This is an optimization exercise on Yosys and OpenROAD, whose aim is small area, a short achievable clock period and few clock cycles, not a production implementation.
Function was checked by simulation only, so behaviour that the tests miss may differ from the original.

==> flow/design.v <==
package conv_pkg;
    localparam int IMG_W    = 8;
    localparam int IMG_H    = 8;
    localparam int KER_TAPS = 9;
    localparam int PIX_BW   = 8;
    localparam int WGT_BW   = 8;
    localparam int ACC_BW   = 25;                   
    localparam int SUM_BW   = 20;                   
    localparam int LB_LEN   = 2 * IMG_W + 2;        
endpackage
module conv_loader
(
    input  logic                         i_clk,
    input  logic                         i_shift,
    input  logic [conv_pkg::WGT_BW-1:0]  i_wgt,
    output logic [conv_pkg::KER_TAPS*conv_pkg::WGT_BW-1:0] o_kernel    
);
    logic [conv_pkg::KER_TAPS*conv_pkg::WGT_BW-1:0] ker_q;
    always_ff @(posedge i_clk)
    begin
        if (i_shift)
            ker_q <= {i_wgt, ker_q[conv_pkg::KER_TAPS*conv_pkg::WGT_BW-1:conv_pkg::WGT_BW]};
    end
    assign o_kernel = ker_q;
endmodule
module frame_ram
(
    input  logic                         i_clk,
    input  logic [conv_pkg::PIX_BW-1:0]  i_pix,      
    input  logic [conv_pkg::LB_LEN-1:0]  i_en,       
    output logic [conv_pkg::LB_LEN*conv_pkg::PIX_BW-1:0] o_slots
);
    logic [conv_pkg::PIX_BW-1:0] slot [conv_pkg::LB_LEN];
    always_ff @(posedge i_clk)
    begin
        if (i_en[0])
            slot[0] <= i_pix;
        for (int j = 1; j < conv_pkg::LB_LEN; j++)
            if (i_en[j])
                slot[j] <= slot[j-1];
    end
    always_comb
        for (int j = 0; j < conv_pkg::LB_LEN; j++)
            o_slots[j*conv_pkg::PIX_BW +: conv_pkg::PIX_BW] = slot[j];
endmodule
module conv_engine
(
    input  logic [conv_pkg::KER_TAPS*conv_pkg::PIX_BW-1:0] i_win,      
    input  logic [conv_pkg::KER_TAPS-1:0]                  i_keep,     
    input  logic [conv_pkg::KER_TAPS*conv_pkg::WGT_BW-1:0] i_kernel,
    output logic signed [conv_pkg::SUM_BW-1:0]             o_sum
);
    always_comb
    begin
        o_sum = '0;
        for (int t = 0; t < conv_pkg::KER_TAPS; t++)
            o_sum = o_sum + $signed({1'b0, i_win[t*8 +: 8] & {8{i_keep[t]}}}) * $signed(i_kernel[t*8 +: 8]);
    end
endmodule
module conv2d_top
(
    input  logic        i_clk,
    input  logic        i_rst,
    input  logic [9:0]  i_pix,      
    input  logic [9:0]  i_wgt,      
    output logic [26:0] o_out,      
    output logic        o_busy
);
    localparam int LB = conv_pkg::LB_LEN;
    logic       in_pix;             
    logic       in_wgt;             
    logic [7:0] in_d;
    logic       busy_q;
    logic       take;
    logic [5:0] pix_pos;            
    logic [5:0] out_pos;            
    logic       tail;               
    logic [3:0] tail_n;             
    logic       step_pix;           
    logic       step;               
    logic       produce;            
    logic       wgt_go;             
    logic [LB-1:0] lb_en;
    logic [LB*8-1:0] slots;
    logic [71:0] kernel;
    logic [71:0] win;
    logic [8:0]  keep;
    logic signed [conv_pkg::SUM_BW-1:0] sum;
    logic        out_valid;
    logic        out_last;
    logic signed [conv_pkg::SUM_BW-1:0] out_data;
    assign take     = !busy_q && (i_pix[9] || i_wgt[9]);
    assign step_pix = in_pix;
    assign step     = in_pix || tail;
    assign wgt_go   = in_wgt && !tail;
    logic in_wgt_n;
    logic tail_n_done;
    assign tail_n_done = tail && (tail_n == 4'd9);
    always_comb
    begin
        if (take)
            in_wgt_n = i_wgt[9];
        else
            in_wgt_n = in_wgt && !wgt_go;
    end
    always_ff @(posedge i_clk)
    begin
        if (i_rst)
        begin
            in_pix <= 1'b0;
            in_wgt <= 1'b0;
            busy_q <= 1'b0;
        end
        else
        begin
            in_pix <= take && i_pix[9];
            in_wgt <= in_wgt_n;
            busy_q <= in_wgt_n && ((tail && !tail_n_done) || (step_pix && pix_pos == 6'd63));
        end
    end
    always_ff @(posedge i_clk)
    begin
        if (!busy_q)
            in_d <= i_pix[9] ? i_pix[7:0] : i_wgt[7:0];
    end
    assign o_busy = busy_q;
    assign produce = tail || (step_pix && pix_pos >= 6'd9);
    always_ff @(posedge i_clk)
    begin
        if (i_rst)
        begin
            pix_pos <= '0;
            out_pos <= '0;
            tail    <= 1'b0;
            tail_n  <= '0;
        end
        else
        begin
            if (step_pix)
                pix_pos <= pix_pos + 1'b1;
            if (produce)
                out_pos <= out_pos + 1'b1;
            if (step_pix && pix_pos == 6'd63)
            begin
                tail   <= 1'b1;
                tail_n <= 4'd1;
            end
            else if (tail)
            begin
                tail   <= !tail_n_done;
                tail_n <= tail_n + 1'b1;
            end
        end
    end
    always_comb
        for (int j = 0; j < LB; j++)
            lb_en[j] = step_pix || (tail && (j >= tail_n));
    frame_ram u_ram
    (
        .i_clk   (i_clk),
        .i_pix   (in_d),
        .i_en    (lb_en),
        .o_slots (slots)
    );
    conv_loader u_loader
    (
        .i_clk    (i_clk),
        .i_shift  (wgt_go),
        .i_wgt    (in_d),
        .o_kernel (kernel)
    );
    logic top, bot, lft, rgt;
    assign top = out_pos[5:3] == 3'd0;
    assign bot = out_pos[5:3] == 3'd7;
    assign lft = out_pos[2:0] == 3'd0;
    assign rgt = out_pos[2:0] == 3'd7;
    logic [(LB+1)*8-1:0] wpos;      
    assign wpos = {slots, in_d};
    always_comb
    begin
        win[0*8 +: 8] = wpos[18*8 +: 8];  keep[0] = !top && !lft;
        win[1*8 +: 8] = wpos[17*8 +: 8];  keep[1] = !top;
        win[2*8 +: 8] = wpos[16*8 +: 8];  keep[2] = !top && !rgt;
        win[3*8 +: 8] = wpos[10*8 +: 8];  keep[3] = !lft;
        win[4*8 +: 8] = wpos[ 9*8 +: 8];  keep[4] = 1'b1;
        win[5*8 +: 8] = wpos[ 8*8 +: 8];  keep[5] = !rgt;
        win[6*8 +: 8] = wpos[ 2*8 +: 8];  keep[6] = !bot && !lft;
        win[7*8 +: 8] = wpos[ 1*8 +: 8];  keep[7] = !bot;
        win[8*8 +: 8] = wpos[ 0*8 +: 8];  keep[8] = !bot && !rgt;
    end
    conv_engine u_engine
    (
        .i_win    (win),
        .i_keep   (keep),
        .i_kernel (kernel),
        .o_sum    (sum)
    );
    always_ff @(posedge i_clk)
    begin
        if (i_rst)
        begin
            out_valid <= 1'b0;
            out_last  <= 1'b0;
        end
        else
        begin
            out_valid <= produce;
            out_last  <= produce && out_pos == 6'd63;
        end
    end
    always_ff @(posedge i_clk)
    begin
        if (produce)
            out_data <= sum;
    end
    assign o_out = {out_valid, out_last, {(conv_pkg::ACC_BW-conv_pkg::SUM_BW){out_data[conv_pkg::SUM_BW-1]}}, out_data};
endmodule
==> flow/run.sh <==
#!/bin/bash
# synth_recipe.tcl (not shown) runs the flow's synth.tcl, then flattens the netlist and writes it again
# the make line also repeats each setting of config.mk as NAME=value (left out here)
make -C /OpenROAD-flow-scripts/flow DESIGN_CONFIG=/design/flow/config.mk WORK_HOME=/design/flow/orfs CLKGATE_MAP_FILE= SYNTH_SCRIPT=/design/flow/synth_recipe.tcl finish
==> flow/config.mk <==
export PLATFORM = sky130hd
export DESIGN_NAME = conv2d_top
export DESIGN_NICKNAME = conv2d_top
export VERILOG_FILES = /design/flow/design.v
export SDC_FILE = /design/flow/constraint.sdc
export NUM_CORES = 4
export LEC_CHECK = 0
export CAP_MARGIN = 20
export CORE_MARGIN = 2
export CORE_UTILIZATION = 40
export SLEW_MARGIN = 20
==> flow/constraint.sdc <==
create_clock -name core_clock -period 8.0 [get_ports {i_clk}]
set_input_delay 1.6000 -clock core_clock [delete_from_list [all_inputs] [get_ports {i_clk}]]
set_output_delay 1.6000 -clock core_clock [all_outputs]
set_load 0.01 [all_outputs]
==> flow_summary.yaml <==
placed_design:
  io_buffers: 47
  gp_congestion: 0.865
  dp.cells: 4566
  dp_hpwl_um: 65300
sta:
  hold_violations: 0
  layout_setup_ws_ps: -428
  fin_skew_ps: 23.1
  worst_pin_slew_ps: 1130
  finalSetupViolCount: 8
  min_period_over_period: 1.05
  fmax_mhz: 119
  max_slew_margin: 0.242
  slew_viol_final: 0
  rsz0062_at_grt: "yes"
  period_needed_ps: 8430
routing:
  vias: 23357
  viasPerCell: 5.04
  drtIter0Drc: 1355
  firstDrtPassIters: 5
  drcViolationCount: 0
  wl_um: 80300
  drt-wirelength-per-cell_um: 17.3
  ant_nets: 0
critical_path:
  slowest_delay_ps: 630
  rrSetupSlack_ps: -430
  worstPathArrival_ps: 8730
  critPathLaunchType: "flip-flop"
  crit_cells: 32
  r2r_start: "out_pos[0]$_SDFFE_PP0P_"
  worstSetupPathType: "reg2reg"
  critical-path-top-delay-family: "adder cells"
  reg2reg_to: "out_data[19]$_DFFE_PP_"
  required_ps: 8310
  cpMostUsedCell: "fa_1"
  crit_fanout: 16
  critPathBufInv: 9
  crit_path_top_delay_cell: "fa_1"
  cp-end-kind: "flip-flop"
  reg2regPathDepth: 32
logic_synthesis:
  ys_seq_area_frac: 0.239
  synth-edff-count: 244
  synthDistinctLibCells: 63
  synth_area_per_cell_um2: 10.3
  synth_warnings: 5
  synth_flop_cell: "edfxtp_1"
  synth-seq-cells: 266
  synthCells: 3144
  syn_area_mm2: 0.0325
  syn-num-nets: 4036
  synthArstFlopShare: 0
floorplan:
  start_util: 0.404
  row_count: 104
  die_area_mm2: 0.0836
  fp.dieH_um: 289
  die_w_um: 289
  io_pins: 50
  core_area_mm2: 0.0805
layout:
  n_antenna_cell: 0
  final_cell_count_no_fill: 4637
  drive_above_1_share: 0.171
  fin_util: 0.487
  nNetsFinal: 4446
  syn2layout_area_growth_pct: 20.7
cts:
  clock_path_buffers: 3
  h-tree-depth: 2
  cts_tree: "built"
  cts_hold_buf: 0
  clock-sinks: 266
  cts_buffers: 34
  clock_latency_ps: 560
  clkSlewWorstSetupHoldPaths_ps: 70
  cts_root_buffer: "clkbuf_16"
grt:
  grt_pass1_wl_um: 130000
  grt_max_degree: 66
  antenna_found_initial: 2
  grt_busiest_layer: "met2"
  grtUsageMet1: 0.283
  use_met2: 0.326
  grt.met3_usage: 0.0238
  grt_pass1_vias: 23970
  grt_overflow_total: 0
  grt_usage: 0.199
run_status:
  status: "finished with violations"
  so_faults: "negative setup slack"
hold_path:
  hold_class: "reg2reg"
  hold_depth: 0
  hold_start: "u_ram.slot[13][1]$_DFFE_PP_"
  worstHoldEndpoint: "u_ram.slot[14][1]$_DFFE_PP_"
job:
  max_cap_violations: 0
## flip-flops by register name, indices dropped and copies added (netlist names)
register and flops:
busy_q 1, in_d 8, in_pix 1, in_wgt 1, out_data 20, out_last 1
out_pos 6, out_valid 1, pix_pos 6, tail 1, tail_n 4, u_loader.ker_q 72
u_ram.slot 144
## worst max-delay path by stage
stage,start,endpoint,slack [ps]
3_3_place_gp,out_pos[1]$_SDFFE_PP0P_,out_data[16]$_DFFE_PP_,-620
6_report,out_pos[0]$_SDFFE_PP0P_,out_data[19]$_DFFE_PP_,-430
4_1_cts,out_pos[5]$_SDFFE_PP0P_,out_data[19]$_DFFE_PP_,-470
3_5_place_dp,out_pos[1]$_SDFFE_PP0P_,out_data[16]$_DFFE_PP_,-690
2_1_floorplan,out_pos[5]$_SDFFE_PP0P_,out_data[19]$_DFFE_PP_,-60
5_1_grt,out_pos[5]$_SDFFE_PP0P_,out_data[19]$_DFFE_PP_,-790
## placed cells by master (no fill, tap or decap), types with 83 or more instances in the layout
master / count
fa_1: 447
nand2_1: 121
a21oi_1: 88
nand3_1: 149
nor2_1: 88
ha_1: 388
and2_1: 83
buf_4: 369
edfxtp_1: 244
inv_1: 652
and3_1: 260
## cell type report
type / instances / area [um2]
fillers: 7410 / 41300
multi-input cells: 2146 / 22900
clock buffers: 36 / 880
inverters: 671 / 2520
clock inverters: 23 / 298
well taps: 1060 / 1330
repair buffers: 435 / 3590
flip-flops and latches: 266 / 7780
## what timing repair did
action / 4_1_cts / 5_1_grt
setup buffers: 5 / 6
resized for setup: 70 / 44
pin swaps: 30 / 21
setup endpoints to repair: 10 / 12
cloned: 4 / 1
## synthesized netlist by cell type, types with 23 or more instances
library cell | instances | area [um2]
inv_1 | 671 | 2520
fa_1 | 454 | 9090
ha_1 | 416 | 5200
and3_1 | 267 | 1670
edfxtp_1 | 244 | 7330
nand3_1 | 154 | 771
nand2_1 | 122 | 458
a21oi_1 | 108 | 541
nor2_1 | 91 | 342
and2_1 | 85 | 532
xnor2_1 | 76 | 666
clkbuf_1 | 56 | 210
o21ai_0 | 52 | 260
xor2_1 | 50 | 438
a21o_1 | 39 | 293
nor3_1 | 23 | 115
## through the flow
stage | instance area, um2 | hold WS (ps) | TNS [ps] | setup WS, ps
2_1_floorplan | 33100 | 400 | -63.0 | -63.0
3_3_place_gp | 37400 | 400 | -4480 | -623
3_5_place_dp | 37400 | 405 | -4800 | -692
4_1_cts | 39000 | 410 | -2700 | -469
5_1_grt | 39300 | 416 | -4830 | -791
6_report | 39300 | 408 | -2290 | -428
## logic make-up (layout without fill, tap and decap cells)
family | count (synthesis) | count (layout) | synth area share
compound gates | 315 | 315 | 0.0630
xor+xnor | 126 | 126 | 0.0339
fa+ha+maj | 870 | 870 | 0.439
buf+inv | 735 | 1165 | 0.0857
flops | 266 | 266 | 0.239
mux | 14 | 14 | 0.00462
simple gates | 818 | 821 | 0.135
## routing by layer
layer | up-vias | wire, um
met5 | - | 0
met4 | 0 | 1560
met3 | 80 | 3650
met2 | 500 | 38000
met1 | 11606 | 37200
li1 | 11171 | -
## worst register-to-register path: cells and delay by family, from the launching register on
kind / cells / cell delay (ps)
fa+ha+maj: 11 / 4880
simple gates: 6 / 1200
compound gates: 5 / 870
buf+inv: 9 / 820
flops: 1 / 340
xor+xnor: 1 / 90
Testbench counts, summed over its fixed seeds: cycles 4,688.

[separate check: timing with driven ports]
The flow's constraints put no driver on any port. The routed layout listed below was extracted and timed again, unchanged, in two steps. Step 1, drivers: a clkbuf_16 drives i_clk and a buf_2 each remaining input, both assumed. Step 2, shift: input delay + t, output delay - t, t = (earliest + latest rising clock arrival at the registers) / 2. This alone moves slack from input paths to output paths. Three values: ideal ports, drivers, drivers and shift; two values: the first two.
t, ns: 0.611
setup slack, ns: -0.428 / -0.428 / -0.428
worst setup path after step 2: register to register
latest minus earliest clock arrival (ns): 0.024 / 0.023
cell pins on the clock port's net: 1
The setup slack of this run moves by 0.000 ns with the drivers and by 0.000 ns with both steps.
